Source: an optimization exercise on an open RTL-to-GDS flow (aim: small area, a short achievable clock period and few clock cycles per item). Production flows keep margins and buffers that such runs may drop.
Where RTL was checked, it was by simulation tests only, not by an equivalence proof against the original.
No activity file was given, so power comes from the tool's default toggle rates.

==> inputs of lagoon <==
Design positional_list_engine_core, start of the top module:
module positional_list_engine_core (
	input  logic          clk,
	input  logic          arst_n,
	input  logic          s_axis_tvalid,
	output logic          s_axis_tready,
	input  logic [39:0]   s_axis_tdata,
	input  logic [2:0]    s_axis_tuser,
	output logic          m_axis_tvalid,
	input  logic          m_axis_tready,
	output logic [103:0]  m_axis_tdata,
	output logic [1:0]    m_axis_tuser
);
	localparam int N = 16;
	logic        skid_v;
	logic [2:0]  skid_op;
	logic [4:0]  skid_pos;
	logic [31:0] skid_word;
	logic        cmd_v;
	logic [2:0]  op;
	logic [4:0]  pos;
	logic [31:0] word;
	assign s_axis_tready = !skid_v;
	assign cmd_v = skid_v || s_axis_tvalid;
	assign op    = skid_v ? skid_op : s_axis_tuser;
	assign pos   = skid_v ? skid_pos : s_axis_tdata[4:0];
	assign word  = skid_v ? skid_word : s_axis_tdata[36:5];
	logic m_valid_q;    
	logic g_v;          
	logic out_free, g_done, exec;
	assign out_free = !m_valid_q || m_axis_tready;
	assign g_done   = g_v && out_free;
	assign exec     = cmd_v && (!g_v || g_done);
	logic [4:0]   cnt_q;    
	logic [N-1:0] vq;       
	logic [N+1:0] vx;
	assign vx = {2'b00, vq};
	logic is_app, is_ins, is_rd, is_dl, is_dp;
	logic full, empty, pos_ge_n;
	logic ins, del, rd_ok;
	logic [1:0] st_d;
	logic [4:0] cnt_d;
	assign is_app = (op == ple_pkg::OP_APPEND);
	assign is_ins = (op == ple_pkg::OP_INSERT);
	assign is_rd  = (op == ple_pkg::OP_READ);
	assign is_dl  = (op == ple_pkg::OP_DEL_LAST);
	assign is_dp  = (op == ple_pkg::OP_DEL_POS);
	assign full     = vq[N-1];
	assign empty    = !vq[0];
	assign pos_ge_n = pos[4] || !vx[pos[3:0]];
	assign ins   = (is_app || is_ins) && !full;
  ...
==> module positional_list_engine_core, before the edit <==
module positional_list_engine_core (
	input  logic          clk,
	input  logic          arst_n,
	input  logic          s_axis_tvalid,
	output logic          s_axis_tready,
	input  logic [39:0]   s_axis_tdata,
	input  logic [2:0]    s_axis_tuser,
	output logic          m_axis_tvalid,
	input  logic          m_axis_tready,
	output logic [103:0]  m_axis_tdata,
	output logic [1:0]    m_axis_tuser
);
	localparam int N = 16;
	logic        skid_v;
	logic [2:0]  skid_op;
	logic [4:0]  skid_pos;
	logic [31:0] skid_word;
	logic        cmd_v;
	logic [2:0]  op;
	logic [4:0]  pos;
	logic [31:0] word;
	assign s_axis_tready = !skid_v;
	assign cmd_v = skid_v || s_axis_tvalid;
	assign op    = skid_v ? skid_op : s_axis_tuser;
	assign pos   = skid_v ? skid_pos : s_axis_tdata[4:0];
	assign word  = skid_v ? skid_word : s_axis_tdata[36:5];
	logic m_valid_q;    
	logic g_v;          
	logic out_free, g_done, exec;
	assign out_free = !m_valid_q || m_axis_tready;
	assign g_done   = g_v && out_free;
	assign exec     = cmd_v && (!g_v || g_done);
	logic [4:0]   cnt_q;    
	logic [N-1:0] vq;       
	logic [N+1:0] vx;
	assign vx = {2'b00, vq};
	logic is_app, is_ins, is_rd, is_dl, is_dp;
	logic full, empty, pos_ge_n;
	logic ins, del, rd_ok;
	logic [1:0] st_d;
	logic [4:0] cnt_d;
	assign is_app = (op == ple_pkg::OP_APPEND);
	assign is_ins = (op == ple_pkg::OP_INSERT);
	assign is_rd  = (op == ple_pkg::OP_READ);
	assign is_dl  = (op == ple_pkg::OP_DEL_LAST);
	assign is_dp  = (op == ple_pkg::OP_DEL_POS);
	assign full     = vq[N-1];
	assign empty    = !vq[0];
	assign pos_ge_n = pos[4] || !vx[pos[3:0]];
	assign ins   = (is_app || is_ins) && !full;
	assign del   = (is_dl || is_dp) && !empty;
	assign rd_ok = is_rd && !empty && !pos_ge_n;
	always_comb begin
		st_d = ple_pkg::ST_OK;
		if (is_app || is_ins) begin
			if (full)
				st_d = ple_pkg::ST_FULL;
		end else if (is_rd) begin
			if (empty)
				st_d = ple_pkg::ST_EMPTY;
			else if (pos_ge_n)
				st_d = ple_pkg::ST_RANGE;
		end else if (is_dl || is_dp) begin
			if (empty)
				st_d = ple_pkg::ST_EMPTY;
		end else begin
			st_d = ple_pkg::ST_RANGE;
		end
	end
	assign cnt_d = ins ? cnt_q + 5'd1 : del ? cnt_q - 5'd1 : cnt_q;
	logic [N-1:0] gp, gi, gd;
	for (genvar i = 0; i < N; i++) begin : g_ge
		assign gp[i] = (5'(i) >= pos);
		assign gi[i] = !vx[i] || (is_ins && gp[i]);
		assign gd[i] = !vx[i+1] || (is_dp && gp[i]);
	end
	logic [31:0] ent_q [N];
	logic [31:0] ent   [N];
	for (genvar i = 0; i < N; i++) begin : g_row
		logic sp, sn, sw, en;
		logic [31:0] pq, nq;
		assign ent[i] = (i % 2 == 1) ? ~ent_q[i] : ent_q[i];
		if (i == 0) begin : g_head
			assign sp = 1'b0;
			assign sw = ins && gi[i];
			assign pq = '0;
		end else begin : g_mid
			assign sp = ins && gi[i-1];
			assign sw = ins && gi[i] && !gi[i-1];
			assign pq = ent_q[i-1];
		end
		if (i == N - 1) begin : g_tail
			assign sn = 1'b0;
			assign nq = '0;
			assign en = exec && ins && gi[i];
		end else begin : g_body
			assign sn = del && gd[i];
			assign nq = ent_q[i+1];
			assign en = exec && ((ins && gi[i]) || (del && gd[i]));
		end
		ple_cell #(.DATA_WIDTH(32)) u_cell (
			.clk      (clk),
			.en       (en),
			.sel_prev (sp),
			.sel_next (sn),
			.sel_word (sw),
			.word_x   ((i % 2 == 1) ? word : ~word),
			.prev_q   (pq),
			.next_q   (nq),
			.q        (ent_q[i])
		);
	end
	logic [3:0] la_d, la_q;
	logic [4:0] tail_d;
	logic       rd_ok_q, keep_last_q, nz_q;
	logic [1:0] st_q;
	assign tail_d = cnt_d - 5'd1;
	assign la_d   = is_rd ? pos[3:0] : tail_d[3:0];
	logic [31:0] look;
	assign look = ent[la_q];
	logic [31:0] rd_o, first_o, last_o;
	logic [4:0]  cnt_o;
	logic [1:0]  st_o;
	always_ff @(posedge clk or negedge arst_n) begin
		if (!arst_n) begin
			skid_v    <= 1'b0;
			g_v       <= 1'b0;
			m_valid_q <= 1'b0;
			cnt_q     <= '0;
			vq        <= '0;
			last_o    <= '0;
		end else begin
			skid_v <= cmd_v && !exec;
			if (exec)
				g_v <= 1'b1;
			else if (g_done)
				g_v <= 1'b0;
			if (g_done)
				m_valid_q <= 1'b1;
			else if (m_axis_tready)
				m_valid_q <= 1'b0;
			if (exec) begin
				cnt_q <= cnt_d;
				if (ins)
					vq <= {vq[N-2:0], 1'b1};
				else if (del)
					vq <= {1'b0, vq[N-1:1]};
			end
			if (g_done && !keep_last_q)
				last_o <= nz_q ? look : 32'd0;
		end
	end
	always_ff @(posedge clk) begin
		if (!skid_v) begin
			skid_op   <= s_axis_tuser;
			skid_pos  <= s_axis_tdata[4:0];
			skid_word <= s_axis_tdata[36:5];
		end
		if (exec) begin
			la_q        <= la_d;
			rd_ok_q     <= rd_ok;
			keep_last_q <= is_rd;
			nz_q        <= (cnt_d != 5'd0);
			st_q        <= st_d;
		end
		if (g_done) begin
			rd_o    <= rd_ok_q ? look : 32'd0;
			first_o <= nz_q ? ent[0] : 32'd0;
			cnt_o   <= cnt_q;
			st_o    <= st_q;
		end
	end
	assign m_axis_tvalid = m_valid_q;
	assign m_axis_tdata  = {3'b000, last_o, first_o, cnt_o, rd_o};
	assign m_axis_tuser  = st_o;
endmodule
Settings: LEC_CHECK=0, CAP_MARGIN=20, CELL_PAD_IN_SITES_DETAIL_PLACEMENT=1, CORE_MARGIN=2, CORE_UTILIZATION=35, PLACE_DENSITY=0.45, SETUP_SLACK_MARGIN=3.0, SLEW_MARGIN=20; clock period 6.0 ns.
standard.sh (not shown) runs the stock make flow with config.mk's settings and CLKGATE_MAP_FILE= SYNTH_SCRIPT=/design/flow/synth_recipe.tcl, a recipe that flattens the netlist after the stock synthesis.
==> flow/flow/run.sh <==
#!/bin/bash
set -euo pipefail
cd "$(dirname "$0")/.."
bash standard.sh synth > synth.log 2>&1
bash standard.sh "BUFFER_PORTS_ARGS=-buffer_cell sky130_fd_sc_hd__buf_2" MATCH_CELL_FOOTPRINT=0 finish > layout.log 2>&1
==> harbor: changes against lagoon <==
--- a/flow/design.v
+++ b/flow/design.v
@@ -62,16 +62,13 @@
 	assign pos   = skid_v ? skid_pos : s_axis_tdata[4:0];
 	assign word  = skid_v ? skid_word : s_axis_tdata[36:5];
-	logic m_valid_q;    
-	logic g_v;          
-	logic out_free, g_done, exec;
-	assign out_free = !m_valid_q || m_axis_tready;
-	assign g_done   = g_v && out_free;
-	assign exec     = cmd_v && (!g_v || g_done);
-	logic [4:0]   cnt_q;    
-	logic [N-1:0] vq;       
-	logic [N+1:0] vx;
-	assign vx = {2'b00, vq};
+	logic        m_valid_q;
+	logic [31:0] rd_q;
+	logic [4:0]  cnt_q;
+	logic [31:0] last_q;
+	logic [1:0]  st_q;
+	logic exec;
+	assign exec = cmd_v && (!m_valid_q || m_axis_tready);
 	logic is_app, is_ins, is_rd, is_dl, is_dp;
-	logic full, empty, pos_ge_n;
+	logic full, empty, one, pos_ge_n, pos_ge_n1;
 	logic ins, del, rd_ok;
 	logic [1:0] st_d;
@@ -82,7 +79,12 @@
 	assign is_dl  = (op == ple_pkg::OP_DEL_LAST);
 	assign is_dp  = (op == ple_pkg::OP_DEL_POS);
-	assign full     = vq[N-1];
-	assign empty    = !vq[0];
-	assign pos_ge_n = pos[4] || !vx[pos[3:0]];
+	logic [N-1:0] vq;
+	logic [N+1:0] vx;
+	assign vx = {2'b00, vq};
+	assign full      = vq[N-1];
+	assign empty     = !vq[0];
+	assign one       = vq[0] && !vq[1];
+	assign pos_ge_n  = pos[4] || !vx[pos[3:0]];
+	assign pos_ge_n1 = pos[4] || !vx[5'(pos[3:0]) + 5'd1];
 	assign ins   = (is_app || is_ins) && !full;
 	assign del   = (is_dl || is_dp) && !empty;
@@ -106,25 +108,31 @@
 	end
 	assign cnt_d = ins ? cnt_q + 5'd1 : del ? cnt_q - 5'd1 : cnt_q;
-	logic [N-1:0] gp, gi, gd;
+	logic [N-1:0] gp, gn, gn1, gi, gd;
 	for (genvar i = 0; i < N; i++) begin : g_ge
-		assign gp[i] = (5'(i) >= pos);
-		assign gi[i] = !vx[i] || (is_ins && gp[i]);
-		assign gd[i] = !vx[i+1] || (is_dp && gp[i]);
-	end
+		assign gp[i]  = (5'(i) >= pos);
+		assign gn[i]  = !vx[i];
+		assign gn1[i] = !vx[i+1];
+	end
+	assign gi = gn | ({N{is_ins}} & gp);
+	assign gd = gn1 | ({N{is_dp}} & gp);
 	logic [31:0] ent_q [N];
 	logic [31:0] ent   [N];
-	for (genvar i = 0; i < N; i++) begin : g_row
+	for (genvar i = 0; i < N; i++) begin : g_cell
+		assign ent[i] = (i % 2 == 1) ? ~ent_q[i] : ent_q[i];
+	end
+	logic sw0, sn0;
+	assign sw0 = ins && gi[0];
+	assign sn0 = del && gd[0];
+	always_ff @(posedge clk or negedge arst_n) begin
+		if (!arst_n)
+			ent_q[0] <= '0;
+		else if (exec && (sw0 || sn0))
+			ent_q[0] <= sw0 ? word : (one ? 32'd0 : ent[1]);
+	end
+	for (genvar i = 1; i < N; i++) begin : g_row
 		logic sp, sn, sw, en;
-		logic [31:0] pq, nq;
-		assign ent[i] = (i % 2 == 1) ? ~ent_q[i] : ent_q[i];
-		if (i == 0) begin : g_head
-			assign sp = 1'b0;
-			assign sw = ins && gi[i];
-			assign pq = '0;
-		end else begin : g_mid
-			assign sp = ins && gi[i-1];
-			assign sw = ins && gi[i] && !gi[i-1];
-			assign pq = ent_q[i-1];
-		end
+		logic [31:0] nq;
+		assign sp = ins && gi[i-1];
+		assign sw = ins && gi[i] && !gi[i-1];
 		if (i == N - 1) begin : g_tail
 			assign sn = 1'b0;
@@ -143,40 +151,42 @@
 			.sel_word (sw),
 			.word_x   ((i % 2 == 1) ? word : ~word),
-			.prev_q   (pq),
+			.prev_q   (ent_q[i-1]),
 			.next_q   (nq),
 			.q        (ent_q[i])
 		);
 	end
-	logic [3:0] la_d, la_q;
-	logic [4:0] tail_d;
-	logic       rd_ok_q, keep_last_q, nz_q;
-	logic [1:0] st_q;
-	assign tail_d = cnt_d - 5'd1;
-	assign la_d   = is_rd ? pos[3:0] : tail_d[3:0];
+	logic [3:0]  la;
 	logic [31:0] look;
-	assign look = ent[la_q];
-	logic [31:0] rd_o, first_o, last_o;
-	logic [4:0]  cnt_o;
-	logic [1:0]  st_o;
+	logic [4:0]  nm2;
+	assign nm2  = cnt_q - 5'd2;
+	assign la   = is_rd ? pos[3:0] : nm2[3:0];
+	assign look = ent[la];
+	logic [31:0] rd_d, last_d;
+	assign rd_d = rd_ok ? look : 32'd0;
+	always_comb begin
+		last_d = last_q;
+		if (del && one)
+			last_d = '0;
+		else if (ins && (is_app || pos_ge_n))
+			last_d = word;
+		else if (del && (is_dl || pos_ge_n1))
+			last_d = look;
+	end
 	always_ff @(posedge clk or negedge arst_n) begin
 		if (!arst_n) begin
 			skid_v    <= 1'b0;
-			g_v       <= 1'b0;
 			m_valid_q <= 1'b0;
 			cnt_q     <= '0;
 			vq        <= '0;
-			last_o    <= '0;
+			last_q    <= '0;
 		end else begin
 			skid_v <= cmd_v && !exec;
 			if (exec)
-				g_v <= 1'b1;
-			else if (g_done)
-				g_v <= 1'b0;
-			if (g_done)
 				m_valid_q <= 1'b1;
 			else if (m_axis_tready)
 				m_valid_q <= 1'b0;
 			if (exec) begin
-				cnt_q <= cnt_d;
+				cnt_q  <= cnt_d;
+				last_q <= last_d;
 				if (ins)
 					vq <= {vq[N-2:0], 1'b1};
@@ -184,6 +194,4 @@
 					vq <= {1'b0, vq[N-1:1]};
 			end
-			if (g_done && !keep_last_q)
-				last_o <= nz_q ? look : 32'd0;
 		end
 	end
@@ -195,19 +203,10 @@
 		end
 		if (exec) begin
-			la_q        <= la_d;
-			rd_ok_q     <= rd_ok;
-			keep_last_q <= is_rd;
-			nz_q        <= (cnt_d != 5'd0);
-			st_q        <= st_d;
-		end
-		if (g_done) begin
-			rd_o    <= rd_ok_q ? look : 32'd0;
-			first_o <= nz_q ? ent[0] : 32'd0;
-			cnt_o   <= cnt_q;
-			st_o    <= st_q;
+			rd_q <= rd_d;
+			st_q <= st_d;
 		end
 	end
 	assign m_axis_tvalid = m_valid_q;
-	assign m_axis_tdata  = {3'b000, last_o, first_o, cnt_o, rd_o};
-	assign m_axis_tuser  = st_o;
+	assign m_axis_tdata  = {3'b000, last_q, ent_q[0], cnt_q, rd_q};
+	assign m_axis_tuser  = st_q;
 endmodule
Settings changed: CELL_PAD_IN_SITES_DETAIL_PLACEMENT 1 to default, SETUP_SLACK_MARGIN 3.0 to 2.5.
==> run notes <==
lagoon passed the timing, design-rule and antenna checks. harbor completed with no timing, DRC or antenna violations. Critical path depth: lagoon is lower than harbor (1). Between lagoon and harbor, the lower final cell count is in harbor (gap about 2.1%, measured against harbor). Between lagoon and harbor, the lower sequential power is in harbor (gap about 40%, measured against harbor). In lagoon the register-to-register slack is better than in harbor, by 0.35 ns. Core utilization: lagoon is higher than harbor (0.23 points). Worst setup slack: lagoon is higher than harbor (0.40 ns). Against harbor, the maximum frequency of lagoon is larger by 12%.
Testbench counts of lagoon, summed over its fixed seeds: cycles 12,016, items 12,000.
Function not checked in harbor: the RTL went through the layout flow alone.

[what the ideal ports hide]
The results above use ideal ports. As a check the final layouts listed here were re-extracted and re-timed, cells and wires unchanged. Step 1 assumes that a clkbuf_16 drives the clock port and a buf_2 every other input. Step 2 also shifts input and output timing later by t, the mid clock arrival at the registers, as if the neighbouring blocks saw the same clock. a / b / c = ideal / step 1 / step 2; a / b = the first two.
run	t, ns	setup slack, ns	hold slack, ns	worst setup path at the end	latest minus earliest clock arrival (ns)
lagoon	0.722	2.803 / 2.803 / 2.265	0.420 / 0.420 / 0.420	input to register	0.032 / 0.032
harbor	0.718	2.406 / 2.445 / 1.726	0.443 / 0.404 / 0.469	input to register	0.041 / 0.041
After both steps every run listed still meets setup and hold. The setup slack of harbor, which loses most, moves by +0.039 ns with the drivers and by -0.680 ns with both steps.
